Background: an optimization exercise with open tools, aiming at small area, a short achievable clock period and few clock cycles per item. Do not read the settings as production practice. In this exercise RTL edits were held to simulation tests only and were not proved equivalent to the original. No activity file was given, so power comes from the tool's default toggle rates.

--- design/flow/config.mk ---
export PLATFORM = sky130hd
export DESIGN_NAME = mipi_rx_decoder
export DESIGN_NICKNAME = mipi_rx_decoder
export VERILOG_FILES = /design/flow/design.v
export SDC_FILE = /design/flow/constraint.sdc
export NUM_CORES = 4
export LEC_CHECK = 0
export CAP_MARGIN = 20
export CORE_MARGIN = 2
export CORE_UTILIZATION = 45
export CTS_CLUSTER_DIAMETER = 80
export CTS_CLUSTER_SIZE = 24
export SETUP_SLACK_MARGIN = 2.8
export SLEW_MARGIN = 20
export TNS_END_PERCENT = 5
--- design/flow/constraint.sdc ---
create_clock -name core_clock -period 5.5 [get_ports {rx_pixel_clk}]
set_input_delay 1.1000 -clock core_clock [delete_from_list [all_inputs] [get_ports {rx_pixel_clk}]]
set_output_delay 1.1000 -clock core_clock [all_outputs]
set_load 0.01 [all_outputs]
--- design/flow/design.v ---
`default_nettype none
package mipi_rx_pkg;
    localparam int WORD_W     = 48;
    localparam int LANE_BYTES = 6;
    localparam logic [WORD_W-1:0] SOF_DEFAULT = 48'hEA_FF_99_DE_AD_FF;
    localparam logic [WORD_W-1:0] EOF_DEFAULT = 48'hEA_FF_99_DE_AD_AA;
    localparam logic [7:0]        I2C_APP_ID_DEFAULT = 8'd7;
endpackage
`default_nettype wire
`timescale 1ns/10ps
`default_nettype none
module mipi_rx_decoder #(
    parameter logic [47:0] SOF_WORD   = mipi_rx_pkg::SOF_DEFAULT,
    parameter logic [47:0] EOF_WORD   = mipi_rx_pkg::EOF_DEFAULT,
    parameter logic [7:0]  I2C_APP_ID = mipi_rx_pkg::I2C_APP_ID_DEFAULT
) (
    input  wire logic        rx_pixel_clk,
    input  wire logic        arst_n,
    input  wire logic [63:0] mipi_rx_data,
    input  wire logic        mipi_rx_valid,
    input  wire logic        uart_fifo_re,
    input  wire logic        i2c_fifo_re,
    output logic [7:0]       uart_data,
    output logic [7:0]       i2c_data,
    output logic             uart_fifo_empty,
    output logic             i2c_fifo_empty
);
    localparam int NS = 64;   
    typedef enum logic [1:0] {
        S_HUNT,
        S_HDR,
        S_DATA,
        S_END
    } wstate_t;
    function automatic logic [2:0] last_bytes(input logic [7:0] mask);
        case (mask)
            8'd1:    last_bytes = 3'd1;
            8'd3:    last_bytes = 3'd2;
            8'd7:    last_bytes = 3'd3;
            8'd15:   last_bytes = 3'd4;
            8'd31:   last_bytes = 3'd5;
            default: last_bytes = 3'd6;
        endcase
    endfunction
    function automatic logic [2:0] low8(input logic [7:0] v);
        low8 = 3'd7;
        for (int i = 6; i >= 0; i--) begin
            if (v[i]) low8 = 3'(i);
        end
    endfunction
    logic [47:0] rx_word;
    always_comb begin
        for (int i = 0; i < 6; i++) begin
            rx_word[47-8*i -: 8] = mipi_rx_data[8*i +: 8];
        end
    end
    wstate_t     st;
    logic [5:0]  cnt;      
    logic        fzero;    
    logic        fdest;    
    logic [6:0]  flen;     
    logic [5:0]  fhead;    
    logic [5:0]  prev;     
    logic [5:0]  A;        
    logic        A_v;
    logic [NS-1:0] F;      
    logic [NS-1:0] P;      
    logic        is_sof;
    logic        is_eof;
    logic [5:0]  rlen;
    assign is_sof = (rx_word == SOF_WORD);
    assign is_eof = (rx_word == EOF_WORD);
    assign rlen   = rx_word[21:16];
    logic [47:0] w0;         
    logic        we;         
    logic        hdr_w;      
    logic        chain_we;   
    logic        end_cyc;    
    logic        commit;     
    logic        link_we;
    always_ff @(posedge rx_pixel_clk) begin
        w0 <= (st == S_HDR) ? {rx_word[47:3], last_bytes(rx_word[15:8])} : rx_word;
    end
    always_ff @(posedge rx_pixel_clk or negedge arst_n) begin
        if (!arst_n) begin
            st       <= S_HUNT;
            cnt      <= '0;
            fzero    <= 1'b0;
            fdest    <= 1'b0;
            flen     <= '0;
            we       <= 1'b0;
            hdr_w    <= 1'b0;
            chain_we <= 1'b0;
            end_cyc  <= 1'b0;
            commit   <= 1'b0;
        end else begin
            we       <= mipi_rx_valid && (((st == S_HDR) && (rlen != 6'd0)) || (st == S_DATA));
            hdr_w    <= mipi_rx_valid && (st == S_HDR) && (rlen != 6'd0);
            chain_we <= mipi_rx_valid && (st == S_DATA);
            end_cyc  <= mipi_rx_valid && (st == S_END);
            commit   <= mipi_rx_valid && (st == S_END) && is_eof && !fzero;
            if (mipi_rx_valid) begin
                case (st)
                    S_HUNT: begin
                        if (is_sof) st <= S_HDR;
                    end
                    S_HDR: begin
                        fzero <= (rlen == 6'd0);
                        fdest <= (rx_word[47:40] == I2C_APP_ID);
                        flen  <= {1'b0, rlen} + 7'd1;
                        cnt   <= rlen;
                        st    <= (rlen == 6'd0) ? S_END : S_DATA;
                    end
                    S_DATA: begin
                        cnt <= cnt - 6'd1;
                        if (cnt == 6'd1) st <= S_END;
                    end
                    default: begin
                        st <= S_HUNT;
                    end
                endcase
            end
        end
    end
    always_ff @(posedge rx_pixel_clk or negedge arst_n) begin
        if (!arst_n) begin
            fhead <= '0;
            prev  <= '0;
        end else begin
            if (hdr_w) fhead <= A;
            if (we)    prev  <= A;
        end
    end
    logic [47:0] mem  [NS];
    logic [5:0]  nptr [NS];
    always_ff @(posedge rx_pixel_clk) begin
        if (we) mem[A] <= w0;
    end
    logic [5:0] tail [2];
    logic [5:0] nrow;
    logic [5:0] ndata;
    logic       nwe;
    assign nwe   = chain_we || link_we;
    assign nrow  = link_we ? tail[fdest] : prev;
    assign ndata = link_we ? fhead : A;
    always_ff @(posedge rx_pixel_clk) begin
        if (nwe) nptr[nrow] <= ndata;
    end
    logic [7:0]    grp_any;
    logic [7:0]    grp_below;
    logic [NS-1:0] below;
    logic [NS-1:0] B_oh;
    logic [5:0]    B;
    logic          B_v;
    logic          adv;
    always_comb begin
        for (int g = 0; g < 8; g++) grp_any[g] = |F[8*g +: 8];
        grp_below[0] = 1'b0;
        for (int g = 1; g < 8; g++) grp_below[g] = grp_below[g-1] | grp_any[g-1];
        for (int g = 0; g < 8; g++) begin
            below[8*g] = grp_below[g];
            for (int i = 1; i < 8; i++) below[8*g+i] = below[8*g+i-1] | F[8*g+i-1];
        end
        B_oh = F & ~below;
        B    = '0;
        for (int i = 0; i < NS; i++) begin
            if (B_oh[i]) B = B | 6'(i);
        end
        B_v = |grp_any;
    end
    assign adv = we || !A_v;
    logic          go_q;
    logic          own_q;
    logic          hdr_q;
    logic [NS-1:0] AR_oh;
    always_ff @(posedge rx_pixel_clk or negedge arst_n) begin
        if (!arst_n) begin
            A   <= '0;
            A_v <= 1'b0;
            F   <= '1;
            P   <= '0;
        end else begin
            if (adv) begin
                A   <= B;
                A_v <= B_v;
            end
            for (int i = 0; i < NS; i++) begin
                F[i] <= (F[i] && !(adv && B_oh[i]))
                        || (go_q && AR_oh[i])
                        || (end_cyc && !commit && P[i]);
                P[i] <= !end_cyc && (P[i] || (we && (A == 6'(i))));
            end
        end
    end
    logic [5:0]  rp     [2];
    logic [6:0]  avail  [2];
    logic        a_nz   [2];   
    logic        a_gt1  [2];   
    logic [5:0]  wl     [2];
    logic [2:0]  nl     [2];
    logic [47:0] nxt    [2];
    logic        nxt_v  [2];
    logic [2:0]  nxt_c  [2];
    logic [47:0] cur    [2];
    logic [2:0]  cc     [2];
    logic        emp    [2];   
    logic        has    [2];   
    logic        pr;
    logic        can [2];
    logic        g;
    logic        issue;
    logic [5:0]  iss_rp;
    logic [53:0] rword;
    logic [47:0] rdata;
    logic [5:0]  rnext;
    logic        re_in [2];
    assign re_in[0] = uart_fifo_re;
    assign re_in[1] = i2c_fifo_re;
    always_comb begin
        for (int d = 0; d < 2; d++) begin
            can[d] = !(go_q && (own_q == d[0])) && a_nz[d] &&
                     ((wl[d] == 6'd0) || !nxt_v[d]);
        end
        g      = (can[0] && can[1]) ? pr : can[1];
        issue  = can[0] || can[1];
        iss_rp = g ? rp[1] : rp[0];
    end
    always_ff @(posedge rx_pixel_clk or negedge arst_n) begin
        if (!arst_n) begin
            pr    <= 1'b0;
            go_q  <= 1'b0;
            own_q <= 1'b0;
            hdr_q <= 1'b0;
        end else begin
            if (can[0] && can[1]) pr <= !pr;
            go_q  <= issue;
            own_q <= g;
            hdr_q <= g ? (wl[1] == 6'd0) : (wl[0] == 6'd0);
        end
    end
    always_ff @(posedge rx_pixel_clk) begin
        for (int i = 0; i < NS; i++) AR_oh[i] <= (iss_rp == 6'(i));
    end
    always_comb begin
        rword = '0;
        for (int i = 0; i < NS; i++) begin
            rword = rword | ({54{AR_oh[i]}} & {nptr[i], mem[i]});
        end
        rdata = rword[47:0];
        rnext = rword[53:48];
    end
    logic link_d [2];
    always_comb begin
        link_we = 1'b0;
        for (int d = 0; d < 2; d++) begin
            link_d[d] = commit && (fdest == d[0]) &&
                        ((go_q && (own_q == d[0])) ? a_gt1[d] : a_nz[d]);
            link_we = link_we || link_d[d];
        end
    end
    for (genvar d = 0; d < 2; d++) begin : g_rd
        logic       rd;
        logic       cm;
        logic [6:0] rem;
        logic       rem_nz;
        logic [6:0] av_n;
        logic       pop;
        logic       need;
        assign rd   = go_q && (own_q == d[0]);
        assign cm   = commit && (fdest == d[0]);
        assign rem  = avail[d] - 7'(rd);
        assign rem_nz = rd ? a_gt1[d] : a_nz[d];
        assign av_n = rem + (cm ? flen : 7'd0);
        assign pop  = re_in[d] && has[d];
        assign need = !has[d] || ((cc[d] == 3'd1) && pop);
        logic       dword;
        logic       load_n;
        logic       load_r;
        logic [2:0] rcnt;
        assign dword  = rd && !hdr_q;
        assign load_n = need && nxt_v[d];
        assign load_r = need && !nxt_v[d] && dword;
        assign rcnt   = (wl[d] == 6'd1) ? nl[d] : 3'd6;
        always_ff @(posedge rx_pixel_clk or negedge arst_n) begin
            if (!arst_n) begin
                rp[d]    <= '0;
                avail[d] <= '0;
                a_nz[d]  <= 1'b0;
                a_gt1[d] <= 1'b0;
                wl[d]    <= '0;
                nl[d]    <= '0;
                nxt_v[d] <= 1'b0;
                nxt_c[d] <= '0;
                cc[d]    <= '0;
                emp[d]   <= 1'b1;
                has[d]   <= 1'b0;
                tail[d]  <= '0;
            end else begin
                avail[d] <= av_n;
                a_nz[d]  <= cm || rem_nz;
                a_gt1[d] <= cm || (rd ? (avail[d] > 7'd2) : (avail[d] > 7'd1));
                if (cm && !rem_nz) begin
                    rp[d] <= fhead;
                end else if (rd) begin
                    rp[d] <= rnext;
                end
                if (cm) tail[d] <= prev;
                if (rd) begin
                    if (hdr_q) begin
                        wl[d] <= rdata[21:16];
                        nl[d] <= rdata[2:0];
                    end else begin
                        wl[d] <= wl[d] - 6'd1;
                    end
                end
                if (load_n) begin
                    nxt_v[d] <= 1'b0;
                    cc[d]    <= nxt_c[d];
                    emp[d]   <= 1'b0;
                    has[d]   <= 1'b1;
                end else if (load_r) begin
                    cc[d]    <= rcnt;
                    emp[d]   <= 1'b0;
                    has[d]   <= 1'b1;
                end else if (pop) begin
                    cc[d]    <= cc[d] - 3'd1;
                    emp[d]   <= (cc[d] == 3'd1);
                    has[d]   <= (cc[d] != 3'd1);
                end
                if (dword && !load_r) begin
                    nxt_v[d] <= 1'b1;
                    nxt_c[d] <= rcnt;
                end
            end
        end
        always_ff @(posedge rx_pixel_clk) begin
            if (dword && !load_r) nxt[d] <= rdata;
            if (load_n) begin
                cur[d] <= nxt[d];
            end else if (load_r) begin
                cur[d] <= rdata;
            end else if (pop) begin
                cur[d] <= {cur[d][39:0], 8'h00};
            end
        end
    end
    assign uart_data       = cur[0][47:40];
    assign i2c_data        = cur[1][47:40];
    assign uart_fifo_empty = emp[0];
    assign i2c_fifo_empty  = emp[1];
endmodule
`default_nettype wire
--- design/flow/run.sh ---
#!/bin/bash
# synth_recipe.tcl (not shown) runs the flow's synth.tcl, then flattens the netlist and writes it again
# the make line also repeats each setting of config.mk as NAME=value (left out here)
make -C /OpenROAD-flow-scripts/flow DESIGN_CONFIG=/design/flow/config.mk WORK_HOME=/design/flow/orfs CLKGATE_MAP_FILE= SYNTH_SCRIPT=/design/flow/synth_recipe.tcl finish
==> results.yml, run 1 <==
critical_path:
  crit_required_ns: 6.05
  worst-path-max-fanout: 45
  cp-startpoint: "A[2]$_DFFE_PN0N_"
  rr_worst_depth: 4
  crit_type: "flip-flop to flip-flop"
  endpoint_kind: "flip-flop"
  arrival_ns: 3.99
  cp-start-kind: "flip-flop"
  crit-reg2reg-launch: "A[2]$_DFFE_PN0N_"
place:
  place_congestion: 0.910
  place_hpwl_mm: 322
  pre_cts_slack_ns: 1.47
  numPortBuffers: 70
die:
  die-area_um2: 330000
  io_pins: 87
  rows: 209
  core_um2: 324000
  die_width_um: 575
  fp.dieH_um: 575
  initial_core_util_pct: 45.2
finish:
  multi_input_comb_area_um2: 28000
  fill_cells: 25600
  nets: 8750
  regArea_um2: 119000
  postLayoutCoreUtil_pct: 51.9
  area_growth_pct: 14.9
  layout-drive-gt1-share_pct: 17.8
detailed_routing:
  drtIter0Drc: 23500
  ant_nets: 0
  dr.pass1.iters: 8
  wl_per_cell_um: 50.1
  wl_mm: 658
  vias: 98400
  vias_per_cell: 7.49
  drcViolationCount: 0
synth:
  ys_warn_count: 18
  synthFlopType: "edfxtp_1"
  synthesis.instances: 8112
  ys_types: 91
  synth.avg_cell_area_um2: 18.1
  synth-edff-count: 3648
  yosysMostFrequentCell: "edfxtp_1"
  async_flop_share_pct: 6.26
  yosysSeqAreaShare_pct: 80.6
  synth_seq_cells: 4011
  synth_area_um2: 147000
  synth_area_leaders: "edfxtp_1 75%, a22o_1 5.3%, a221oi_1 5.2%"
  yosys.area.top_type_share_pct: 74.7
  syn_nets: 8224
  yosysTopAreaCell: "edfxtp_1"
  synthTopCellsByCount: "3,648 x edfxtp_1, 880 x a22o_1, 866 x a221oi_1"
hold_path:
  holdCritPathClass: "input port to async pin"
timing:
  rsz0062_at_grt: "true"
  setup_viol: 0
  skew_ns: 0.0679
  max_clock_freq_ghz: 0.290
  hold_viol_final: 0
  worst_pin_slew_ns: 1.22
  slew_headroom_pct: 18.9
  fin_crit_sh_pct: 62.6
  whs_ns: 0.148
  slew_viol_final: 0
  finalCriticalPeriod_ns: 3.44
  timing.final.ws_setup_ns: 2.06
  finalSetupTns_ns: 0
power:
  powerDensity_nw_per_um2: 304
  max-vdd-ir-drop_mv: 0.271
  finalPower_uw: 51200
  p_leak_uw: 0.0533
global_route:
  grt_pass1_wl_mm: 794
  grt.overflow.total: 0
  grt_usage_pct: 36.0
  first_global_vias: 85300
  grt_max_degree: 128
  antenna_found_initial: 61
clock_network:
  cts_tree: "built"
  cts_root_buffer: "clkbuf_16"
  path_clk_slew_ns: 0.10
  cts_inserted_buffers: 201
  clk_latency_ns: 0.96
  clock_path_buffers: 4
  cts.sinks: 4011
  htreeDepth: 4
job:
  drv_cap: 0
run_status:
  status: "finished clean"
-- path summary, 6_finish.rpt --
check / endpoint / slack, ns
worst min-delay path: tail[0][3]$_DFFE_PN0P_ / 0.15
worst max-delay path: mem[37][24]$_DFFE_PP_ / 2.06
min in group core_clock: commit$_DFF_PN0_ / 0.45
max in group asynchronous: nxt_c[1][1]$_DFFE_PN0P_ / 4.09
worst min register to register: commit$_DFF_PN0_ / 0.45
worst max register to register: mem[37][24]$_DFFE_PP_ / 2.06
-- state kept, by name (all words and copies together), names as in the netlist, 6 cells and up --
register and flops:
F 64, nxt 96, nxt_c 6, nl 6, AR_oh 64, rp 12
wl 12, flen 7, tail 12, nptr 384, A 6, cur 96
cc 6, P 64, prev 6, mem 3072, w0 48, avail 14
cnt 6, fhead 6
-- per-stage QoR --
| stage | cells | cell area, um2 |
|---|---|---|
| 2_1_floorplan | 8112 | 147000 |
| 3_5_place_dp | 12300 | 155000 |
| 3_3_place_gp | 12300 | 155000 |
| 5_1_grt | 13100 | 168000 |
| 4_1_cts | 12700 | 162000 |
| 6_report | 13100 | 168000 |
-- area by class of cell --
type / count / share of cell area, %
Clock inverter: 32 / 0.212
Multi-Input combinational cell: 3500 / 16.6
Timing Repair Buffer: 830 / 6.06
Sequential cell: 4011 / 70.4
Inverter: 94 / 0.214
Clock buffer: 292 / 3.23
Antenna cell: 53 / 0.0788
Tap cell: 4325 / 3.21
-- cell families after synthesis --
family,synth area share [%]
muxes,1.11
DFF,80.6
and+or+nand+nor,3.98
adders and majority gates,0.377
xor gates and xnor gates,0.155
AOI/OAI and AO/OA,12.1
buffers and inverters,1.69
-- metal layers --
layer | vias to the layer above | track usage [%] | share of wire (%)
li1 | 34800 | - | -
met1 | 49900 | 46.9 | 32
met2 | 10900 | 52.6 | 41
met3 | 2729 | 12.4 | 18
met4 | 56 | 20.9 | 8.8
met5 | - | 0 | 0.10
-- repair_timing --
action	CTS	global route
pin swaps	39	67
gates resized for setup	191	310
gates cloned	3	16
setup endpoints to repair	3987	3966
hold buffers	0	0
buffers inserted	88	356
-- cells in the final DEF, fill, tap and decap left out, types with 24 or more instances in the layout --
cell type        count
clkbuf_1            88
clkdlybuf4s50_1     69
inv_1               93
dfrtp_1            176
clkbuf_16          218
nor2_4              93
diode_2             53
a21oi_1             51
o21ai_0            104
a221oi_2            64
o21ai_1             53
a22o_1             880
a22oi_1             43
nor2_2              25
nor3_1              27
edfxtp_1          3648
or4_4               37
buf_12             210
nand2_1            251
nand3_1             38
mux2i_1             95
a221oi_1           799
nand4_1            247
mux2_2              44
buf_6               64
dfxtp_2             24
nor2_1             274
dfstp_2             66
buf_16              25
dfxtp_4             85
ha_1                40
buf_4              425
-- power by group --
| part | leakage (uW) | switching [uW] | internal [uW] | total (uW) |
|---|---|---|---|---|
| registers | 0.0362 | 383 | 33300 | 33700 |
| logic | 0.0143 | 369 | 202 | 570 |
| clock network | 0.00280 | 9900 | 7090 | 17000 |
-- worst max-delay path, stage by stage, from the launching register on --
cell and delay (ns):
dfrtp_2 0.76, nor2b_4 0.49, nand3_1 0.48, nor2_4 0.51
buf_12 0.40
Testbench counts, summed over its fixed seeds: cycles 10,114, items 16,964.
==> run 2, diff against run 1 <==
--- a/design/flow/config.mk
+++ b/design/flow/config.mk
@@ -8,8 +8,6 @@
 export CAP_MARGIN = 20
 export CORE_MARGIN = 2
 export CORE_UTILIZATION = 45
-export CTS_CLUSTER_DIAMETER = 80
-export CTS_CLUSTER_SIZE = 24
 export SETUP_SLACK_MARGIN = 2.8
 export SLEW_MARGIN = 20
 export TNS_END_PERCENT = 5
==> run 2 against run 1 <==
Effect of this change:
- still clean on timing, DRC and antenna
- wire length grew 1.4%
- critical path depth is the same
- global-route usage grew 0.057 points
- clock skew grew 0.0025 ns
- sequential share of layout area shrank 3.3 points
- non-clock buffer count grew 45
- clock power grew 63%
==> results.yml, run 2 <==
finish:
  top_register: "mem"
  nets: 8991
  layout_common_cells: "3,648 x edfxtp_1, 880 x a22o_1, 794 x a221oi_1"
  fill_cells: 24800
  layout-drive-gt1-share_pct: 21.0
  largest_register_ffs: 3072
  area_growth_pct: 20.5
  top_regs: "mem: 3072 flops, nptr: 384 flops"
  final_common_cell: "edfxtp_1"
timing:
  worst_pin_slew_ns: 1.22
  rsz0062_at_grt: "true"
  finalCriticalPeriod_ns: 3.23
  fin_crit_sh_pct: 58.8
  hold_viol_final: 0
  skew_ns: 0.0704
  timing.final.ws_setup_ns: 2.27
  slew_viol_final: 0
  setup_viol: 0
  finalSetupTns_ns: 0
  slew_headroom_pct: 18.9
  max_clock_freq_ghz: 0.309
synth:
  async_flop_share_pct: 6.26
  synthFlopType: "edfxtp_1"
  synth_area_leaders: "edfxtp_1 75%, a22o_1 5.3%, a221oi_1 5.2%"
  yosys.area.top_type_share_pct: 74.7
  synth.avg_cell_area_um2: 18.1
  yosysSeqAreaShare_pct: 80.6
  synth-edff-count: 3648
  synth_area_um2: 147000
  yosysTopAreaCell: "edfxtp_1"
  syn_nets: 8224
  ys_warn_count: 18
  synthesis.instances: 8112
  yosysMostFrequentCell: "edfxtp_1"
  synthTopCellsByCount: "3,648 x edfxtp_1, 880 x a22o_1, 866 x a221oi_1"
  synth_seq_cells: 4011
  ys_types: 91
global_route:
  antenna_found_initial: 56
  grt_usage_pct: 36.1
  grt_max_degree: 128
  grt.overflow.total: 0
  first_global_vias: 87200
  grt_pass1_wl_mm: 797
place:
  place_congestion: 0.910
  place_hpwl_mm: 322
  pre_cts_slack_ns: 1.47
  numPortBuffers: 70
power:
  max-vdd-ir-drop_mv: 0.317
  powerDensity_nw_per_um2: 351
  p_leak_uw: 0.0573
detailed_routing:
  vias_per_cell: 7.45
  dr.pass1.iters: 10
  wl_mm: 667
  wl_met1_mm: 211
  wl_per_cell_um: 48.9
  met2_length_mm: 270
  drcViolationCount: 0
  ant_nets: 0
  routed.top_layer: "met5"
  wl_met3_mm: 123
  vias: 102000
  drtIter0Drc: 24000
clock_network:
  cts.sinks: 4011
  cts_hold_buf: 0
  htreeDepth: 5
  cts_inserted_buffers: 396
  path_clk_slew_ns: 0.06
  clock_path_buffers: 4
  clk_latency_ns: 1.03
  cts_tree: "built"
  cts_root_buffer: "clkbuf_16"
die:
  die-area_um2: 330000
  fp.dieH_um: 575
  initial_core_util_pct: 45.2
  core_um2: 324000
  rows: 209
  die_width_um: 575
  io_pins: 87
critical_path:
  endpoint_kind: "flip-flop"
  crit_chain: "nor2b_4 > nand2_1 > nor2_4 > buf_6"
  cpLargestDelayFamily: "simple AND/OR/NAND/NOR gates"
  worst-path-max-fanout: 22
  crit_type: "flip-flop to flip-flop"
  arrival_ns: 3.84
  cp-start-kind: "flip-flop"
  critical_path.max_stage_delay_ns: 0.76
  cp_slowest_cell: "dfrtp_2"
  reg2reg_slack_ns: 2.27
  worst-path-buf-inv: 1
  crit_required_ns: 6.11
run_status:
  status: "finished clean"
job:
  drv_cap: 0
hold_path:
  holdCritPathClass: "input port to async pin"
-- run 2: cell counts after synthesis --
No cell type changed its count.
-- run 2: final timing paths --
check / start / end / depth (start not counted)
min in group core_clock: fzero$_DFFE_PN0P_ / commit$_DFF_PN0_ / 1
hold reg to reg: fzero$_DFFE_PN0P_ / commit$_DFF_PN0_ / 1
hold / removal: arst_n / prev[3]$_DFFE_PN0P_ / 1
setup reg to reg: A[2]$_DFFE_PN0N_ / mem[36][27]$_DFFE_PP_ / 4
setup / recovery: A[2]$_DFFE_PN0N_ / mem[36][27]$_DFFE_PP_ / 4
max in group asynchronous: arst_n / wl[0][4]$_DFFE_PN0P_ / 2
-- run 2: kinds of logic after synthesis --
logic type / after synthesis / synth area share, %
DFF: 4011 / 80.6
AOI/OAI and AO/OA: 2119 / 12.1
and+or+nand+nor: 1154 / 3.98
buffers and inverters: 604 / 1.69
muxes: 155 / 1.11
adders and majority gates: 43 / 0.377
xor gates and xnor gates: 26 / 0.155
-- run 2: area by class of cell --
class	count	area, um2	area share (%)
Sequential cell	4011	119000	67.1
Multi-Input combinational cell	3501	28100	15.9
Timing Repair Buffer	875	11000	6.20
Clock buffer	515	10600	6.02
Tap cell	4325	5410	3.06
Clock inverter	226	2440	1.38
Inverter	94	367	0.208
Antenna cell	86	215	0.122
-- run 2: repair_timing --
action / CTS / global route
pin swaps: 39 / 78
gates resized for setup: 166 / 404
gates cloned: 1 / 23
buffers inserted: 67 / 419
setup endpoints to repair: 3903 / 3949
-- run 2: per-layer routing --
metal / track usage, % / up-vias
li1: - / 35600
met1: 47.0 / 51000
met2: 52.3 / 11800
met3: 12.2 / 3077
met4: 22.3 / 41
met5: 0 / -
-- run 2: worst register-to-register path, stage by stage, from the launching register on --
cell and delay (ns):
dfrtp_2 0.76, nor2b_4 0.51, nand2_1 0.44, nor2_4 0.50, buf_6 0.53
-- run 2: power by group --
| part | switching, uW | internal, uW |
|---|---|---|
| Clock | 12100 | 15600 |
| Sequential | 384 | 33300 |
| Combinational | 374 | 201 |
| Total | 12900 | 49100 |
-- run 2: stage by stage --
stage	hold WS, ns	total power (uW)	area [um2]	std cells	utilization (%)
6_report	0.125	62000	177000	13600	54.5
5_1_grt	0.188	63000	176000	13600	54.4
4_1_cts	0.149	61700	169000	13100	52.3
3_5_place_dp	0.440	34900	155000	12300	47.8
3_3_place_gp	0.435	34900	155000	12300	47.7
2_1_floorplan	0.404	34500	147000	8112	-
==> run 3, diff against run 2 <==
--- a/design/flow/design.v
+++ b/design/flow/design.v
@@ -62,6 +62,7 @@
     logic [5:0]  fhead;    
     logic [5:0]  prev;     
     logic [5:0]  A;        
+    logic [NS-1:0] A_oh;   
     logic        A_v;
     logic [NS-1:0] F;      
     logic [NS-1:0] P;      
@@ -133,8 +134,10 @@
     end
     logic [47:0] mem  [NS];
     logic [5:0]  nptr [NS];
-    always_ff @(posedge rx_pixel_clk) begin
-        if (we) mem[A] <= w0;
+    for (genvar i = 0; i < NS; i++) begin : g_row
+        always_ff @(posedge rx_pixel_clk) begin
+            if (we && A_oh[i]) mem[i] <= w0;
+        end
     end
     logic [5:0] tail [2];
     logic [5:0] nrow;
@@ -169,10 +172,17 @@
         B_v = |grp_any;
     end
     assign adv = we || !A_v;
-    logic          go_q;
-    logic          own_q;
-    logic          hdr_q;
+    always_ff @(posedge rx_pixel_clk) begin
+        if (adv) A_oh <= B_oh;
+    end
+    logic          go1;
+    logic          own1;
+    logic          hdr1;
     logic [NS-1:0] AR_oh;
+    logic          go2;
+    logic          own2;
+    logic          hdr2;
+    logic [53:0]   rq;
     always_ff @(posedge rx_pixel_clk or negedge arst_n) begin
         if (!arst_n) begin
             A   <= '0;
@@ -186,18 +196,18 @@
             end
             for (int i = 0; i < NS; i++) begin
                 F[i] <= (F[i] && !(adv && B_oh[i]))
-                        || (go_q && AR_oh[i])
+                        || (go1 && AR_oh[i])
                         || (end_cyc && !commit && P[i]);
-                P[i] <= !end_cyc && (P[i] || (we && (A == 6'(i))));
+                P[i] <= !end_cyc && (P[i] || (we && A_oh[i]));
             end
         end
     end
-    logic [5:0]  rp     [2];
-    logic [6:0]  avail  [2];
+    logic [5:0]  rp     [2];   
+    logic [6:0]  avail  [2];   
     logic        a_nz   [2];   
     logic        a_gt1  [2];   
-    logic [5:0]  wl     [2];
-    logic [2:0]  nl     [2];
+    logic [5:0]  wl     [2];   
+    logic [2:0]  nl     [2];   
     logic [47:0] nxt    [2];
     logic        nxt_v  [2];
     logic [2:0]  nxt_c  [2];
@@ -206,78 +216,90 @@
     logic        emp    [2];   
     logic        has    [2];   
     logic        pr;
-    logic        can [2];
-    logic        g;
-    logic        issue;
-    logic [5:0]  iss_rp;
-    logic [53:0] rword;
-    logic [47:0] rdata;
-    logic [5:0]  rnext;
-    logic        re_in [2];
+    logic          can [2];
+    logic          g;
+    logic          issue;
+    logic [NS-1:0] dec0;
+    logic [NS-1:0] dec1;
+    logic [53:0]   rword;
+    logic          re_in [2];
     assign re_in[0] = uart_fifo_re;
     assign re_in[1] = i2c_fifo_re;
+    logic          byp [2];
+    logic          nhdr [2];
+    logic [NS-1:0] decq;
     always_comb begin
         for (int d = 0; d < 2; d++) begin
-            can[d] = !(go_q && (own_q == d[0])) && a_nz[d] &&
-                     ((wl[d] == 6'd0) || !nxt_v[d]);
+            byp[d]  = go2 && (own2 == d[0]) && (hdr2 ? !nxt_v[d] : (wl[d] == 6'd1));
+            nhdr[d] = (go2 && (own2 == d[0])) ? !hdr2 : (wl[d] == 6'd0);
+            can[d]  = !(go1 && (own1 == d[0])) && a_nz[d] &&
+                      (byp[d] || (!(go2 && (own2 == d[0])) && ((wl[d] == 6'd0) || !nxt_v[d])));
+        end
+        g     = (can[0] && can[1]) ? pr : can[1];
+        issue = can[0] || can[1];
+        for (int i = 0; i < NS; i++) begin
+            dec0[i] = (rp[0] == 6'(i));
+            dec1[i] = (rp[1] == 6'(i));
+            decq[i] = (rq[53:48] == 6'(i));
         end
-        g      = (can[0] && can[1]) ? pr : can[1];
-        issue  = can[0] || can[1];
-        iss_rp = g ? rp[1] : rp[0];
     end
     always_ff @(posedge rx_pixel_clk or negedge arst_n) begin
         if (!arst_n) begin
-            pr    <= 1'b0;
-            go_q  <= 1'b0;
-            own_q <= 1'b0;
-            hdr_q <= 1'b0;
+            pr   <= 1'b0;
+            go1  <= 1'b0;
+            own1 <= 1'b0;
+            hdr1 <= 1'b0;
+            go2  <= 1'b0;
+            own2 <= 1'b0;
+            hdr2 <= 1'b0;
         end else begin
             if (can[0] && can[1]) pr <= !pr;
-            go_q  <= issue;
-            own_q <= g;
-            hdr_q <= g ? (wl[1] == 6'd0) : (wl[0] == 6'd0);
+            go1  <= issue;
+            own1 <= g;
+            hdr1 <= g ? nhdr[1] : nhdr[0];
+            go2  <= go1;
+            own2 <= own1;
+            hdr2 <= hdr1;
         end
     end
     always_ff @(posedge rx_pixel_clk) begin
-        for (int i = 0; i < NS; i++) AR_oh[i] <= (iss_rp == 6'(i));
+        AR_oh <= (g ? byp[1] : byp[0]) ? decq : (g ? dec1 : dec0);
     end
     always_comb begin
         rword = '0;
         for (int i = 0; i < NS; i++) begin
             rword = rword | ({54{AR_oh[i]}} & {nptr[i], mem[i]});
         end
-        rdata = rword[47:0];
-        rnext = rword[53:48];
     end
     logic link_d [2];
+    logic fix1;
     always_comb begin
         link_we = 1'b0;
         for (int d = 0; d < 2; d++) begin
-            link_d[d] = commit && (fdest == d[0]) &&
-                        ((go_q && (own_q == d[0])) ? a_gt1[d] : a_nz[d]);
+            link_d[d] = commit && (fdest == d[0]) && a_nz[d];
             link_we = link_we || link_d[d];
         end
+        fix1 = commit && go1 && (own1 == fdest) && !(own1 ? a_nz[1] : a_nz[0]);
+    end
+    always_ff @(posedge rx_pixel_clk) begin
+        rq <= {fix1 ? fhead : rword[53:48], rword[47:0]};
     end
     for (genvar d = 0; d < 2; d++) begin : g_rd
+        logic       iss;
         logic       rd;
         logic       cm;
-        logic [6:0] rem;
-        logic       rem_nz;
-        logic [6:0] av_n;
         logic       pop;
         logic       need;
-        assign rd   = go_q && (own_q == d[0]);
+        assign iss  = issue && (g == d[0]);
+        assign rd   = go2 && (own2 == d[0]);
         assign cm   = commit && (fdest == d[0]);
-        assign rem  = avail[d] - 7'(rd);
-        assign rem_nz = rd ? a_gt1[d] : a_nz[d];
-        assign av_n = rem + (cm ? flen : 7'd0);
         assign pop  = re_in[d] && has[d];
         assign need = !has[d] || ((cc[d] == 3'd1) && pop);
         logic       dword;
         logic       load_n;
         logic       load_r;
         logic [2:0] rcnt;
-        assign dword  = rd && !hdr_q;
+        assign dword  = rd && !hdr2;
         assign load_n = need && nxt_v[d];
         assign load_r = need && !nxt_v[d] && dword;
         assign rcnt   = (wl[d] == 6'd1) ? nl[d] : 3'd6;
@@ -296,19 +318,19 @@
                 has[d]   <= 1'b0;
                 tail[d]  <= '0;
             end else begin
-                avail[d] <= av_n;
-                a_nz[d]  <= cm || rem_nz;
-                a_gt1[d] <= cm || (rd ? (avail[d] > 7'd2) : (avail[d] > 7'd1));
-                if (cm && !rem_nz) begin
+                avail[d] <= avail[d] - 7'(iss) + (cm ? flen : 7'd0);
+                a_nz[d]  <= cm || (iss ? a_gt1[d] : a_nz[d]);
+                a_gt1[d] <= cm || (iss ? (avail[d] > 7'd2) : (avail[d] > 7'd1));
+                if (cm && !a_nz[d] && !(go1 && (own1 == d[0]))) begin
                     rp[d] <= fhead;
                 end else if (rd) begin
-                    rp[d] <= rnext;
+                    rp[d] <= rq[53:48];
                 end
                 if (cm) tail[d] <= prev;
                 if (rd) begin
-                    if (hdr_q) begin
-                        wl[d] <= rdata[21:16];
-                        nl[d] <= rdata[2:0];
+                    if (hdr2) begin
+                        wl[d] <= rq[21:16];
+                        nl[d] <= rq[2:0];
                     end else begin
                         wl[d] <= wl[d] - 6'd1;
                     end
@@ -334,11 +356,11 @@
             end
         end
         always_ff @(posedge rx_pixel_clk) begin
-            if (dword && !load_r) nxt[d] <= rdata;
+            if (dword && !load_r) nxt[d] <= rq[47:0];
             if (load_n) begin
                 cur[d] <= nxt[d];
             end else if (load_r) begin
-                cur[d] <= rdata;
+                cur[d] <= rq[47:0];
             end else if (pop) begin
                 cur[d] <= {cur[d][39:0], 8'h00};
             end
==> design/flow/flow/run.sh (new file) <==
#!/bin/bash
# The standard layout, with the I/O port buffers made from buf_4 cells
# instead of the delay cells buffer_ports picks by default.
set -euo pipefail
bash standard.sh "BUFFER_PORTS_ARGS=-buffer_cell sky130_fd_sc_hd__buf_4" finish > standard_make.log 2>&1
==> design/flow/standard.sh (new file) <==
#!/bin/bash
# synth_recipe.tcl (not shown) runs the flow's synth.tcl, then flattens the netlist and writes it again
# the make line also repeats each setting of config.mk as NAME=value (left out here)
make -C /OpenROAD-flow-scripts/flow DESIGN_CONFIG=/design/flow/config.mk WORK_HOME=/design/flow/orfs CLKGATE_MAP_FILE= SYNTH_SCRIPT=/design/flow/synth_recipe.tcl "${@:-finish}"
--- a/design/flow/config.mk
+++ b/design/flow/config.mk
@@ -8,6 +8,8 @@
 export CAP_MARGIN = 20
 export CORE_MARGIN = 2
 export CORE_UTILIZATION = 45
+export CTS_CLUSTER_DIAMETER = 80
+export CTS_CLUSTER_SIZE = 24
 export SETUP_SLACK_MARGIN = 2.8
 export SLEW_MARGIN = 20
 export TNS_END_PERCENT = 5
removed: design/flow/run.sh
==> run 3 against run 2 <==
Effect of this change:
- sequential power up 3%
- non-clock buffer count down 407
- clock power down 36%
- count of clock-buffer cells in the layout down 195
- worst hold slack better by 0.062 ns
- global-route usage down 0.25 points
- die area up 2.4%
- first-iteration DRC count down 5.4%
==> results.yml, run 3 <==
detailed_routing:
  drcViolationCount: 0
  drtIter0Drc: 22700
  ant_nets: 0
  wl_met1_mm: 208
  wl_per_cell_um: 47.7
  vias_per_cell: 7.43
  wl_met3_mm: 105
  dr.pass1.iters: 8
  wl_mm: 626
  vias: 97500
  met2_length_mm: 268
  routed.top_layer: "met5"
run_status:
  status: "finished clean"
finish:
  top_regs: "mem: 3072 flops, nptr: 384 flops"
  nets: 8631
  post-route-cell-area_um2: 167000
  top_register: "mem"
  layout-drive-gt1-share_pct: 14.6
  layout_common_cells: "3,712 x edfxtp_1, 850 x a22o_1, 832 x a221oi_1"
  area_growth_pct: 11.1
  largest_register_ffs: 3072
  final_common_cell: "edfxtp_1"
synth:
  yosysTopAreaCell: "edfxtp_1"
  async_flop_share_pct: 6.15
  yosys.area_share.adder_pct: 0.382
  synthFlopType: "edfxtp_1"
  synth-edff-count: 3712
  synth.avg_cell_area_um2: 18.0
  synth_top_family_by_area: "compound AO/OA/AOI/OAI gates"
  ys_types: 80
  yosysSeqAreaShare_pct: 80.7
  synthMuxAreaShare_pct: 1.03
  syn_nets: 8473
  synth_area_um2: 150000
  synthesis.instances: 8361
  synthTopCellsByCount: "3,712 x edfxtp_1, 850 x a22o_1, 835 x a221oi_1"
  ys_warn_count: 21
  synth_seq_cells: 4132
  synth_compound_area_share_pct: 11.8
  yosysMostFrequentCell: "edfxtp_1"
  synthSimpleGateAreaFrac_pct: 4.29
  yosys.area.top_type_share_pct: 74.2
  synth_area_leaders: "edfxtp_1 74%, a22o_1 5.0%, a221oi_1 4.9%"
  synth_xor_area_share_pct: 0.134
timing:
  finalCriticalPeriod_ns: 3.38
  hold_viol_final: 0
  rsz0062_at_grt: "true"
  slew_viol_final: 0
  finalSetupTns_ns: 0
  fin_crit_sh_pct: 61.5
  worst_pin_slew_ns: 1.26
  skew_ns: 0.0858
  setup_viol: 0
  max_clock_freq_ghz: 0.296
  slew_headroom_pct: 15.9
place:
  place_area_um2: 158000
  numPortBuffers: 70
  place_hpwl_mm: 341
  place_congestion: 0.949
critical_path:
  crit-reg2reg-launch: "AR_oh[43]$_DFF_P_"
  endpoint_kind: "flip-flop"
  reg2reg_to: "rq[5]$_DFF_P_"
  reg2reg_slack_ns: 2.12
  rr_worst_depth: 4
  crit_type: "flip-flop to flip-flop"
  cp-start-kind: "flip-flop"
  arrival_ns: 4.07
  crit_required_ns: 6.19
  worst-path-max-fanout: 24
global_route:
  grt_pass1_wl_mm: 810
  grt_max_degree: 107
  first_global_vias: 87200
  antenna_found_initial: 67
  grt_usage_pct: 35.8
  grt.overflow.total: 0
power:
  finalPower_uw: 53000
  p_int_uw: 41900
  powerDensity_nw_per_um2: 318
  netSwitchingPower_uw: 11000
  swShare_pct: 20.8
  p_clk_share_pct: 33.4
  p_leak_uw: 0.0528
  max-vdd-ir-drop_mv: 0.280
  p_comb_share_pct: 1.1
  seq_power_share_pct: 65.4
die:
  core_um2: 333000
  fp.dieH_um: 582
  rows: 212
  die-area_um2: 338000
  initial_core_util_pct: 45.1
  io_pins: 87
  die_width_um: 582
clock_network:
  cts_inserted_buffers: 203
  clk_latency_ns: 0.99
  htreeDepth: 4
  path_clk_slew_ns: 0.10
  cts.sinks: 4132
  clock_path_buffers: 4
  cts_root_buffer: "clkbuf_16"
  cts_tree: "built"
job:
  drv_cap: 0
hold_path:
  holdCritPathClass: "input port to async pin"
[run 3: cell types whose count changed after synthesis, sizes merged, moves of 46 or more]
cell	delta
dfxtp	+54
nor2	-106
nor3	+79
buf	-67
and2	+69
edfxtp	+64
a22oi	+46
clkbuf	+79
[run 3: cell families after synthesis]
| kind of cell | count (synthesis) |
|---|---|
| flops | 4132 |
| compound gates | 2128 |
| simple gates | 1245 |
| buf+inv | 638 |
| mux | 150 |
| fa+ha+maj | 45 |
| xor+xnor | 23 |
[run 3: power groups by stage]
stage          Combinational, uW  Clock, uW  Sequential, uW
2_1_floorplan                308          0           35300
3_3_place_gp                 572          0           35300
4_1_cts                      600      17500           34700
5_1_grt                      656      18500           34700
3_5_place_dp                 597          0           35400
6_report                     592      17700           34700
[run 3: worst max-delay path by stage]
stage               depth (start not counted)               endpoint                 start  slack, ns
floorplan                                  19  avail[0][6]$_DFF_PN0_  wl[1][5]$_DFFE_PN0P_       2.06
global placement                            7  nptr[29][1]$_DFFE_PP_     fdest$_DFFE_PN0P_       1.29
detailed placement                          7  nptr[45][0]$_DFFE_PP_     fdest$_DFFE_PN0P_       1.11
CTS                                        18  avail[0][6]$_DFF_PN0_  wl[1][2]$_DFFE_PN0P_       2.16
global route                               20  avail[0][6]$_DFF_PN0_  wl[0][1]$_DFFE_PN0P_       2.00
finish                                      4          rq[5]$_DFF_P_     AR_oh[43]$_DFF_P_       2.12
[run 3: through the flow]
stage	hold WS (ns)	std cells	setup WS, ns	util [%]
floorplan	0.331	8361	2.06	-
global placement	0.337	12600	1.29	47.3
detailed placement	0.356	12600	1.11	47.4
CTS	0.202	13000	2.16	49.5
global route	0.230	13100	2.00	50.1
finish	0.187	13100	2.12	50.1
[run 3: layout make-up]
type | instances | area (um2)
Timing Repair Buffer | 468 | 4620
Antenna cell | 66 | 165
Clock inverter | 32 | 523
Inverter | 116 | 454
Fill cell | 26700 | 166000
Tap cell | 4387 | 5490
Sequential cell | 4132 | 122000
Clock buffer | 320 | 5630
Multi-Input combinational cell | 3598 | 28300
[run 3: per-layer routing]
| metal | vias up | global-route usage (%) |
|---|---|---|
| li1 | 35000 | - |
| met1 | 49900 | 46.9 |
| met2 | 10200 | 52.5 |
| met3 | 2254 | 11.8 |
| met4 | 52 | 20.6 |
| met5 | - | 0.454 |
[run 3: critical path: stages, from the launching register on]
cell,delay [ns]
dfxtp_4,0.58
buf_4,0.37
a221oi_1,0.47
nand4_1,0.53
or4_1,1.04
[run 3: what timing repair did]
item	in CTS	in global routing
hold endpoints to repair	0	0
pin swaps	31	83
hold buffers	0	0
cloned	0	15
buffers inserted	41	59
gates resized for setup	182	215
endpoints found under the setup margin	2129	1795
Testbench counts of run 3, summed over its fixed seeds: cycles 10,216, items 16,964.
==> run 4, diff against run 3 <==
==> design/flow/run.sh (new file) <==
#!/bin/bash
# synth_recipe.tcl (not shown) runs the flow's synth.tcl, then flattens the netlist and writes it again
# the make line also repeats each setting of config.mk as NAME=value (left out here)
make -C /OpenROAD-flow-scripts/flow DESIGN_CONFIG=/design/flow/config.mk WORK_HOME=/design/flow/orfs CLKGATE_MAP_FILE= SYNTH_SCRIPT=/design/flow/synth_recipe.tcl finish
removed: design/flow/flow/run.sh
removed: design/flow/standard.sh
==> run 4 against run 3 <==
Effect of this change:
- non-clock buffer count up 53
- sequential power about the same
- worst hold slack better by 0.023 ns
- clock skew down 0.0089 ns
- area after synthesis unchanged
- maximum frequency fell by 0.16%
- largest cell class unchanged
==> results.yml, run 4 <==
clock_network:
  cts.sinks: 4132
  cts_tree: "built"
  clock_path_buffers: 4
  htreeDepth: 4
  cts_root_buffer: "clkbuf_16"
  clk_latency_ns: 0.98
  cts_inserted_buffers: 202
  cts_hold_buf: 0
  path_clk_slew_ns: 0.10
timing:
  rsz0062_at_grt: "true"
  skew_ns: 0.0769
  max_clock_freq_ghz: 0.295
  worst_pin_slew_ns: 1.30
  finalSetupTns_ns: 0
  slew_headroom_pct: 13.2
  fin_crit_sh_pct: 61.6
  finalCriticalPeriod_ns: 3.39
  setup_viol: 0
  slew_viol_final: 0
  hold_viol_final: 0
finish:
  top_register: "mem"
  postLayoutCoreUtil_pct: 50.2
  layout-drive-gt1-share_pct: 14.2
  nets: 8684
  layout_common_cells: "3,712 x edfxtp_1, 850 x a22o_1, 833 x a221oi_1"
  final_common_cell: "edfxtp_1"
  area_growth_pct: 11.3
  top_regs: "mem: 3072 flops, nptr: 384 flops"
  largest_register_ffs: 3072
synth:
  synth_xor_area_share_pct: 0.134
  async_flop_share_pct: 6.15
  synth-edff-count: 3712
  ys_types: 80
  yosys.area_share.adder_pct: 0.382
  synth_top_family_by_area: "compound AO/OA/AOI/OAI gates"
  synth_area_leaders: "edfxtp_1 74%, a22o_1 5.0%, a221oi_1 4.9%"
  synthMuxAreaShare_pct: 1.03
  synthTopCellsByCount: "3,712 x edfxtp_1, 850 x a22o_1, 835 x a221oi_1"
  syn_nets: 8473
  synth.avg_cell_area_um2: 18.0
  synthSimpleGateAreaFrac_pct: 4.29
  yosysMostFrequentCell: "edfxtp_1"
  synth_area_um2: 150000
  yosys.area.top_type_share_pct: 74.2
  yosysSeqAreaShare_pct: 80.7
  ys_warn_count: 21
  yosysTopAreaCell: "edfxtp_1"
  synth_compound_area_share_pct: 11.8
  synth_seq_cells: 4132
  synthFlopType: "edfxtp_1"
  synthesis.instances: 8361
power:
  max-vdd-ir-drop_mv: 0.276
  p_int_uw: 41700
  p_clk_share_pct: 33.0
  netSwitchingPower_uw: 11000
  finalPower_uw: 52700
  powerDensity_nw_per_um2: 316
  p_leak_uw: 0.0528
  swShare_pct: 20.9
  seq_power_share_pct: 65.6
  p_comb_share_pct: 1.4
critical_path:
  endpoint_kind: "flip-flop"
  reg2reg_to: "avail[0][6]$_DFF_PN0_"
  crit-reg2reg-launch: "wl[1][2]$_DFFE_PN0P_"
  worst-path-max-fanout: 3
  crit_required_ns: 6.32
  cp-start-kind: "flip-flop"
  rr_worst_depth: 17
  reg2reg_slack_ns: 2.11
  arrival_ns: 4.21
  crit_type: "flip-flop to flip-flop"
hold_path:
  holdCritPathClass: "input port to async pin"
detailed_routing:
  dr.pass1.iters: 7
  wl_per_cell_um: 47.4
  drcViolationCount: 0
  vias: 97800
  drtIter0Drc: 22000
  ant_nets: 0
  wl_mm: 625
  vias_per_cell: 7.42
global_route:
  grt_pass1_wl_mm: 806
  grt.overflow.total: 0
  first_global_vias: 87500
  antenna_found_initial: 70
  grt_max_degree: 123
  grt_usage_pct: 35.6
place:
  numPortBuffers: 70
  place_hpwl_mm: 342
  place_congestion: 0.932
die:
  core_um2: 333000
  fp.dieH_um: 582
  rows: 212
  die_width_um: 582
  io_pins: 87
  initial_core_util_pct: 45.1
  die-area_um2: 338000
run_status:
  status: "finished clean"
job:
  drv_cap: 0
==> run 4: cell types whose count changed in the layout (fill, tap and decap cells not counted), moves of 14 or more <==
cell / change
buf_4: -18
diode_2: +33
nor2_2: +15
buf_12: -14
nor2_4: -15
buf_6: +14
clkdlybuf4s50_1: +65
clkbuf_1: -24
==> run 4: how the worst max path moves through the flow <==
stage	startpoint	to	slack, ns	depth (start not counted)
after floorplan	wl[1][5]$_DFFE_PN0P_	avail[0][6]$_DFF_PN0_	2.06	19
after global placement	mipi_rx_data[24]	st[0]$_DFFE_PN0P_	1.22	9
after detailed placement	mipi_rx_data[24]	st[0]$_DFFE_PN0P_	1.25	9
after CTS	wl[0][0]$_DFFE_PN0P_	avail[0][6]$_DFF_PN0_	2.09	18
after global routing	wl[1][2]$_DFFE_PN0P_	avail[0][6]$_DFF_PN0_	1.85	17
final	wl[1][2]$_DFFE_PN0P_	avail[0][6]$_DFF_PN0_	2.11	17
==> run 4: cells by family after synthesis <==
kind of cell | Yosys count
muxes | 150
adders and majority gates | 45
AOI/OAI and AO/OA | 2128
and+or+nand+nor | 1245
DFF | 4132
buffers and inverters | 638
xor gates and xnor gates | 23
==> run 4: layer usage <==
metal	vias to the layer above	part of all wire [%]	GRT usage, %
li1	35200	-	-
met5	-	0.055	0
met3	2280	17	12.2
met4	52	7.2	19.5
met1	50100	33	46.9
met2	10200	43	51.9
==> run 4: layout make-up <==
class                      count  area (um2)
timing repair buffer         521        5130
inverter                     116         457
sequential                  4132      122000
tap                         4387        5490
fill                       26700      166000
antenna                       99         248
multi-input combinational   3599       28200
clock buffer                 292        5460
clock inverter                31         483
==> run 4: worst max-delay path, cell delays in order (launching register included) <==
cell,delay [ns]
dfrtp_2,0.44
nor4_4,0.36
nand3_2,0.16
a221oi_4,0.41
o31ai_4,0.16
o21ai_4,0.20
inv_2,0.09
ha_4,0.23
inv_4,0.05
ha_4,0.12
inv_2,0.03
fa_2,0.34
inv_2,0.06
a21oi_2,0.04
o21bai_1,0.20
a21o_1,0.16
a21oi_2,0.06
xnor2_1,0.13
==> run 4: metrics by stage <==
stage | hold WS (ns) | std cells | instance area [um2] | worst slack [ns]
6_report | 0.210 | 13200 | 167000 | 2.11
3_3_place_gp | 0.334 | 12600 | 158000 | 1.22
3_5_place_dp | 0.344 | 12600 | 158000 | 1.25
4_1_cts | 0.278 | 13000 | 165000 | 2.09
2_1_floorplan | 0.331 | 8361 | 150000 | 2.06
5_1_grt | 0.326 | 13100 | 167000 | 1.85
==> run 4: power groups by stage <==
stage	logic, uW	clock network [uW]	registers (uW)
floorplan	308	0	35300
global placement	699	0	35300
detailed placement	725	0	35300
CTS	724	17200	34600
global route	811	18200	34600
finish	736	17400	34600
==> run 4: timing repair <==
| item | 4_1_cts | 5_1_grt |
|---|---|---|
| buffers inserted | 47 | 76 |
| resized for setup | 183 | 209 |
| setup endpoints to repair | 2240 | 2296 |
| pin swaps | 47 | 94 |
| cloned | 5 | 9 |
==> run 5, diff against run 4 <==
--- a/design/flow/design.v
+++ b/design/flow/design.v
@@ -149,6 +149,7 @@
     always_ff @(posedge rx_pixel_clk) begin
         if (nwe) nptr[nrow] <= ndata;
     end
+    logic [NS-1:0] Fm;
     logic [7:0]    grp_any;
     logic [7:0]    grp_below;
     logic [NS-1:0] below;
@@ -157,14 +158,15 @@
     logic          B_v;
     logic          adv;
     always_comb begin
-        for (int g = 0; g < 8; g++) grp_any[g] = |F[8*g +: 8];
+        Fm = F & ~A_oh;
+        for (int g = 0; g < 8; g++) grp_any[g] = |Fm[8*g +: 8];
         grp_below[0] = 1'b0;
         for (int g = 1; g < 8; g++) grp_below[g] = grp_below[g-1] | grp_any[g-1];
         for (int g = 0; g < 8; g++) begin
             below[8*g] = grp_below[g];
-            for (int i = 1; i < 8; i++) below[8*g+i] = below[8*g+i-1] | F[8*g+i-1];
+            for (int i = 1; i < 8; i++) below[8*g+i] = below[8*g+i-1] | Fm[8*g+i-1];
         end
-        B_oh = F & ~below;
+        B_oh = Fm & ~below;
         B    = '0;
         for (int i = 0; i < NS; i++) begin
             if (B_oh[i]) B = B | 6'(i);
@@ -195,7 +197,7 @@
                 A_v <= B_v;
             end
             for (int i = 0; i < NS; i++) begin
-                F[i] <= (F[i] && !(adv && B_oh[i]))
+                F[i] <= (F[i] && !(we && A_oh[i]))
                         || (go1 && AR_oh[i])
                         || (end_cyc && !commit && P[i]);
                 P[i] <= !end_cyc && (P[i] || (we && A_oh[i]));
@@ -207,13 +209,15 @@
     logic        a_nz   [2];   
     logic        a_gt1  [2];   
     logic [5:0]  wl     [2];   
+    logic        wlz    [2];   
+    logic        wl1    [2];   
     logic [2:0]  nl     [2];   
     logic [47:0] nxt    [2];
     logic        nxt_v  [2];
     logic [2:0]  nxt_c  [2];
     logic [47:0] cur    [2];
     logic [2:0]  cc     [2];
-    logic        emp    [2];   
+    logic        emp    [2];
     logic        has    [2];   
     logic        pr;
     logic          can [2];
@@ -230,10 +234,10 @@
     logic [NS-1:0] decq;
     always_comb begin
         for (int d = 0; d < 2; d++) begin
-            byp[d]  = go2 && (own2 == d[0]) && (hdr2 ? !nxt_v[d] : (wl[d] == 6'd1));
-            nhdr[d] = (go2 && (own2 == d[0])) ? !hdr2 : (wl[d] == 6'd0);
+            byp[d]  = go2 && (own2 == d[0]) && (hdr2 ? !nxt_v[d] : wl1[d]);
+            nhdr[d] = (go2 && (own2 == d[0])) ? !hdr2 : wlz[d];
             can[d]  = !(go1 && (own1 == d[0])) && a_nz[d] &&
-                      (byp[d] || (!(go2 && (own2 == d[0])) && ((wl[d] == 6'd0) || !nxt_v[d])));
+                      (byp[d] || (!(go2 && (own2 == d[0])) && (wlz[d] || !nxt_v[d])));
         end
         g     = (can[0] && can[1]) ? pr : can[1];
         issue = can[0] || can[1];
@@ -291,10 +295,14 @@
         logic       pop;
         logic       need;
         assign iss  = issue && (g == d[0]);
+        logic [6:0] av_0;
+        logic [6:0] av_m1;
+        assign av_0  = avail[d] + (cm ? flen : 7'd0);
+        assign av_m1 = avail[d] + (cm ? flen - 7'd1 : 7'h7f);
         assign rd   = go2 && (own2 == d[0]);
         assign cm   = commit && (fdest == d[0]);
-        assign pop  = re_in[d] && has[d];
-        assign need = !has[d] || ((cc[d] == 3'd1) && pop);
+        assign pop  = re_in[d] && !emp[d];
+        assign need = emp[d] || ((cc[d] == 3'd1) && pop);
         logic       dword;
         logic       load_n;
         logic       load_r;
@@ -302,7 +310,7 @@
         assign dword  = rd && !hdr2;
         assign load_n = need && nxt_v[d];
         assign load_r = need && !nxt_v[d] && dword;
-        assign rcnt   = (wl[d] == 6'd1) ? nl[d] : 3'd6;
+        assign rcnt   = wl1[d] ? nl[d] : 3'd6;
         always_ff @(posedge rx_pixel_clk or negedge arst_n) begin
             if (!arst_n) begin
                 rp[d]    <= '0;
@@ -310,6 +318,8 @@
                 a_nz[d]  <= 1'b0;
                 a_gt1[d] <= 1'b0;
                 wl[d]    <= '0;
+                wlz[d]   <= 1'b1;
+                wl1[d]   <= 1'b0;
                 nl[d]    <= '0;
                 nxt_v[d] <= 1'b0;
                 nxt_c[d] <= '0;
@@ -318,7 +328,7 @@
                 has[d]   <= 1'b0;
                 tail[d]  <= '0;
             end else begin
-                avail[d] <= avail[d] - 7'(iss) + (cm ? flen : 7'd0);
+                avail[d] <= iss ? av_m1 : av_0;
                 a_nz[d]  <= cm || (iss ? a_gt1[d] : a_nz[d]);
                 a_gt1[d] <= cm || (iss ? (avail[d] > 7'd2) : (avail[d] > 7'd1));
                 if (cm && !a_nz[d] && !(go1 && (own1 == d[0]))) begin
@@ -329,10 +339,14 @@
                 if (cm) tail[d] <= prev;
                 if (rd) begin
                     if (hdr2) begin
-                        wl[d] <= rq[21:16];
-                        nl[d] <= rq[2:0];
+                        wl[d]  <= rq[21:16];
+                        wlz[d] <= 1'b0;
+                        wl1[d] <= (rq[21:16] == 6'd1);
+                        nl[d]  <= rq[2:0];
                     end else begin
-                        wl[d] <= wl[d] - 6'd1;
+                        wl[d]  <= wl[d] - 6'd1;
+                        wlz[d] <= wl1[d];
+                        wl1[d] <= (wl[d] == 6'd2);
                     end
                 end
                 if (load_n) begin
@@ -368,7 +382,7 @@
     end
     assign uart_data       = cur[0][47:40];
     assign i2c_data        = cur[1][47:40];
-    assign uart_fifo_empty = emp[0];
-    assign i2c_fifo_empty  = emp[1];
+    assign uart_fifo_empty = !has[0];
+    assign i2c_fifo_empty  = !has[1];
 endmodule
 `default_nettype wire
==> design/flow/flow/run.sh (new file) <==
#!/bin/bash
# The standard layout, with the I/O port buffers made from buf_4 cells
# instead of the delay cells buffer_ports picks by default.
set -euo pipefail
bash standard.sh "BUFFER_PORTS_ARGS=-buffer_cell sky130_fd_sc_hd__buf_4" finish > standard_make.log 2>&1
==> design/flow/standard.sh (new file) <==
#!/bin/bash
# synth_recipe.tcl (not shown) runs the flow's synth.tcl, then flattens the netlist and writes it again
# the make line also repeats each setting of config.mk as NAME=value (left out here)
make -C /OpenROAD-flow-scripts/flow DESIGN_CONFIG=/design/flow/config.mk WORK_HOME=/design/flow/orfs CLKGATE_MAP_FILE= SYNTH_SCRIPT=/design/flow/synth_recipe.tcl "${@:-finish}"
--- a/design/flow/config.mk
+++ b/design/flow/config.mk
@@ -10,6 +10,6 @@
 export CORE_UTILIZATION = 45
 export CTS_CLUSTER_DIAMETER = 80
 export CTS_CLUSTER_SIZE = 24
-export SETUP_SLACK_MARGIN = 2.8
+export SETUP_SLACK_MARGIN = 2.9
 export SLEW_MARGIN = 20
-export TNS_END_PERCENT = 5
+export TNS_END_PERCENT = 20
removed: design/flow/run.sh
==> run 5 against run 4 <==
Effect of this change:
- count of clock-buffer cells in the layout increased by 11
- setup slack improved by 0.0092 ns
- sequential power increased by 1%
- wire length increased by 3.6%
- largest cell class unchanged
==> results.yml, run 5 <==
run_status:
  status: "finished clean"
timing:
  slew_viol_final: 0
  finalCriticalPeriod_ns: 3.38
  max_clock_freq_ghz: 0.296
  rsz0062_at_grt: "true"
  worst_pin_slew_ns: 1.28
  fin_crit_sh_pct: 61.4
  finalSetupTns_ns: 0
  skew_ns: 0.0883
  setup_viol: 0
  slew_headroom_pct: 14.6
  hold_viol_final: 0
synth:
  synth-edff-count: 3712
  synthFlopType: "edfxtp_1"
  yosysMostFrequentCell: "edfxtp_1"
  ys_types: 76
  async_flop_share_pct: 6.24
  synth.avg_cell_area_um2: 17.8
  yosys.area.top_type_share_pct: 74.1
  synth_seq_cells: 4136
  syn_nets: 8556
  synthTopCellsByCount: "3,712 x edfxtp_1, 849 x a22o_1, 833 x a221oi_1"
  yosysTopAreaCell: "edfxtp_1"
  synth_area_leaders: "edfxtp_1 74%, a22o_1 4.9%, a221oi_1 4.9%"
  ys_warn_count: 23
  yosysSeqAreaShare_pct: 80.7
  synth_area_um2: 150000
  synthesis.instances: 8454
critical_path:
  crit_type: "flip-flop to flip-flop"
  rr_worst_depth: 15
  endpoint: "AR_oh[47]$_DFF_P_"
  endpoint_kind: "flip-flop"
  cp-start-kind: "flip-flop"
  cp-startpoint: "hdr2$_DFF_PN0_"
  arrival_ns: 4.29
  crit-reg2reg-launch: "hdr2$_DFF_PN0_"
  crit_required_ns: 6.41
  worst-path-max-fanout: 7
  reg2reg_to: "AR_oh[47]$_DFF_P_"
  reg2reg_slack_ns: 2.12
finish:
  layout_common_cells: "3,712 x edfxtp_1, 849 x a22o_1, 812 x a221oi_1"
  top_register: "mem"
  final_common_cell: "edfxtp_1"
  nets: 8834
  layout-drive-gt1-share_pct: 16.1
  fill_cells: 26600
  top_regs: "mem: 3072 flops, nptr: 384 flops"
  area_growth_pct: 12.4
  fin_cells: 13400
  largest_register_ffs: 3072
clock_network:
  cts_tree: "built"
  path_clk_slew_ns: 0.10
  cts.sinks: 4136
  cts_inserted_buffers: 204
  clk_latency_ns: 1.02
  cts_root_buffer: "clkbuf_16"
  clock_path_buffers: 4
  htreeDepth: 4
place:
  numPortBuffers: 70
  place_hpwl_mm: 341
  place_congestion: 0.943
  dp_cells: 12700
detailed_routing:
  drcViolationCount: 0
  vias_per_cell: 7.40
  vias: 99000
  wl_mm: 648
  drtIter0Drc: 20800
  ant_nets: 0
  wl_per_cell_um: 48.4
  dr.pass1.iters: 6
global_route:
  grt_max_degree: 107
  antenna_found_initial: 71
  grt_pass1_wl_mm: 831
  grt.overflow.total: 0
  grt_usage_pct: 36.8
  first_global_vias: 88100
die:
  die-area_um2: 339000
  rows: 212
  initial_core_util_pct: 45.2
  core_um2: 333000
  die_width_um: 582
  io_pins: 87
  fp.dieH_um: 582
power:
  p_leak_uw: 0.0556
  powerDensity_nw_per_um2: 319
  max-vdd-ir-drop_mv: 0.315
job:
  drv_cap: 0
hold_path:
  holdCritPathClass: "input port to async pin"
[run 5: power by group]
| part | leakage (uW) | switching (uW) | internal [uW] |
|---|---|---|---|
| sequential | 0.0393 | 491 | 34500 |
| clock | 0.00292 | 10400 | 7310 |
| combinational | 0.0134 | 946 | 390 |
| total | 0.0556 | 11800 | 42200 |
[run 5: worst max-delay path, cell delays in order, from the launching register on]
cell,delay [ns]
dfrtp_2,0.47
buf_4,0.17
o311ai_2,0.39
nor3_2,0.09
or2_4,0.28
buf_4,0.14
buf_4,0.12
buf_6,0.13
mux2i_4,0.22
buf_6,0.14
buf_6,0.11
o21ai_2,0.06
buf_6,0.16
buf_8,0.12
or4_4,0.59
nor2_4,0.13
[run 5: worst min path at each step]
stage	from	endpoint	slack, ns	depth (start not counted)
CTS	arst_n	fhead[2]$_DFFE_PN0P_	0.09	1
global route	arst_n	fhead[3]$_DFFE_PN0P_	0.10	1
global placement	hdr1$_DFF_PN0_	hdr2$_DFF_PN0_	0.34	0
floorplan	hdr1$_DFF_PN0_	hdr2$_DFF_PN0_	0.33	0
detailed placement	hdr1$_DFF_PN0_	hdr2$_DFF_PN0_	0.35	0
finish	arst_n	fhead[3]$_DFFE_PN0P_	0.06	1
[run 5: layer usage]
metal  up-vias  share of wire, %  global-route usage [%]
met4        68               7.3                    21.9
met3      2355                16                    13.1
met5         -             0.091                       0
li1      35600                 -                       -
met1     50900                33                    47.1
met2     10200                43                    54.0
[run 5: repair_timing]
item	4_1_cts	5_1_grt
setup buffers	143	67
gates cloned	8	3
setup endpoints to repair	2683	632
resized for setup	352	142
pin swaps	115	60
hold buffers	0	0
[run 5: area by class of cell]
class	count	area, um2	share of cell area, %
Sequential cell	4136	122000	72.0
Clock buffer	303	5540	3.28
Tap cell	4387	5490	3.25
Clock inverter	41	557	0.329
Antenna cell	133	333	0.197
Timing Repair Buffer	582	6270	3.71
Multi-Input combinational cell	3635	28300	16.8
Inverter	173	822	0.486
[run 5: cell families after synthesis]
family          Yosys count  share of synthesized area [%]
flops                  4136                           80.7
compound gates         2145                           11.8
simple gates           1298                           4.35
buf+inv                 686                           1.76
mux                     134                          0.925
fa+ha+maj                33                          0.285
xor+xnor                 22                          0.128
[run 5: through the flow]
step	cell area (um2)	hold WS (ns)	utilization [%]	worst slack (ns)	power, uW
floorplan	150000	0.331	-	2.23	36300
detailed placement	158000	0.354	47.4	0.881	36900
global placement	158000	0.337	47.4	0.802	36900
finish	169000	0.0637	50.8	2.12	54000
CTS	167000	0.0875	50.2	2.24	53800
global route	169000	0.104	50.7	2.04	54900
Testbench counts of run 5, summed over its fixed seeds: cycles 10,216, items 16,964.

-- afterwards: timing with drivers on the ports --
The results above use ideal ports. As a check the final layouts listed here were re-extracted and re-timed, cells and wires unchanged.
Step 1 assumes that a clkbuf_16 drives the clock port and a buf_2 every other input.
Step 2 times the ports against the registers' clock, not the clock port: input delays grow and output delays shrink by t, the midpoint of the rising clock arrivals with the driver on.
a / b / c = ideal ports / drivers / drivers and shift; a / b = the first two.
run	shift t [ns]	setup WS [ns]	worst hold slack (ns)	clock arrival spread, ns
run 1	1.067	2.057 / 2.057 / 1.712	0.148 / 0.075 / 0.454	0.083 / 0.083
run 2	1.129	2.266 / 2.266 / 1.820	0.125 / 0.051 / 0.450	0.072 / 0.072
run 3	1.047	2.117 / 2.117 / 1.732	0.187 / 0.137 / 0.367	0.091 / 0.091
run 4	1.042	2.112 / 2.112 / 1.761	0.210 / 0.160 / 0.357	0.083 / 0.083
run 5	1.080	2.121 / 2.121 / 1.879	0.064 / 0.007 / 0.390	0.092 / 0.092
After both steps every run listed still meets setup and hold. For run 2, which loses most, drivers alone change the setup slack by 0.000 ns; drivers and shift together by -0.446 ns.
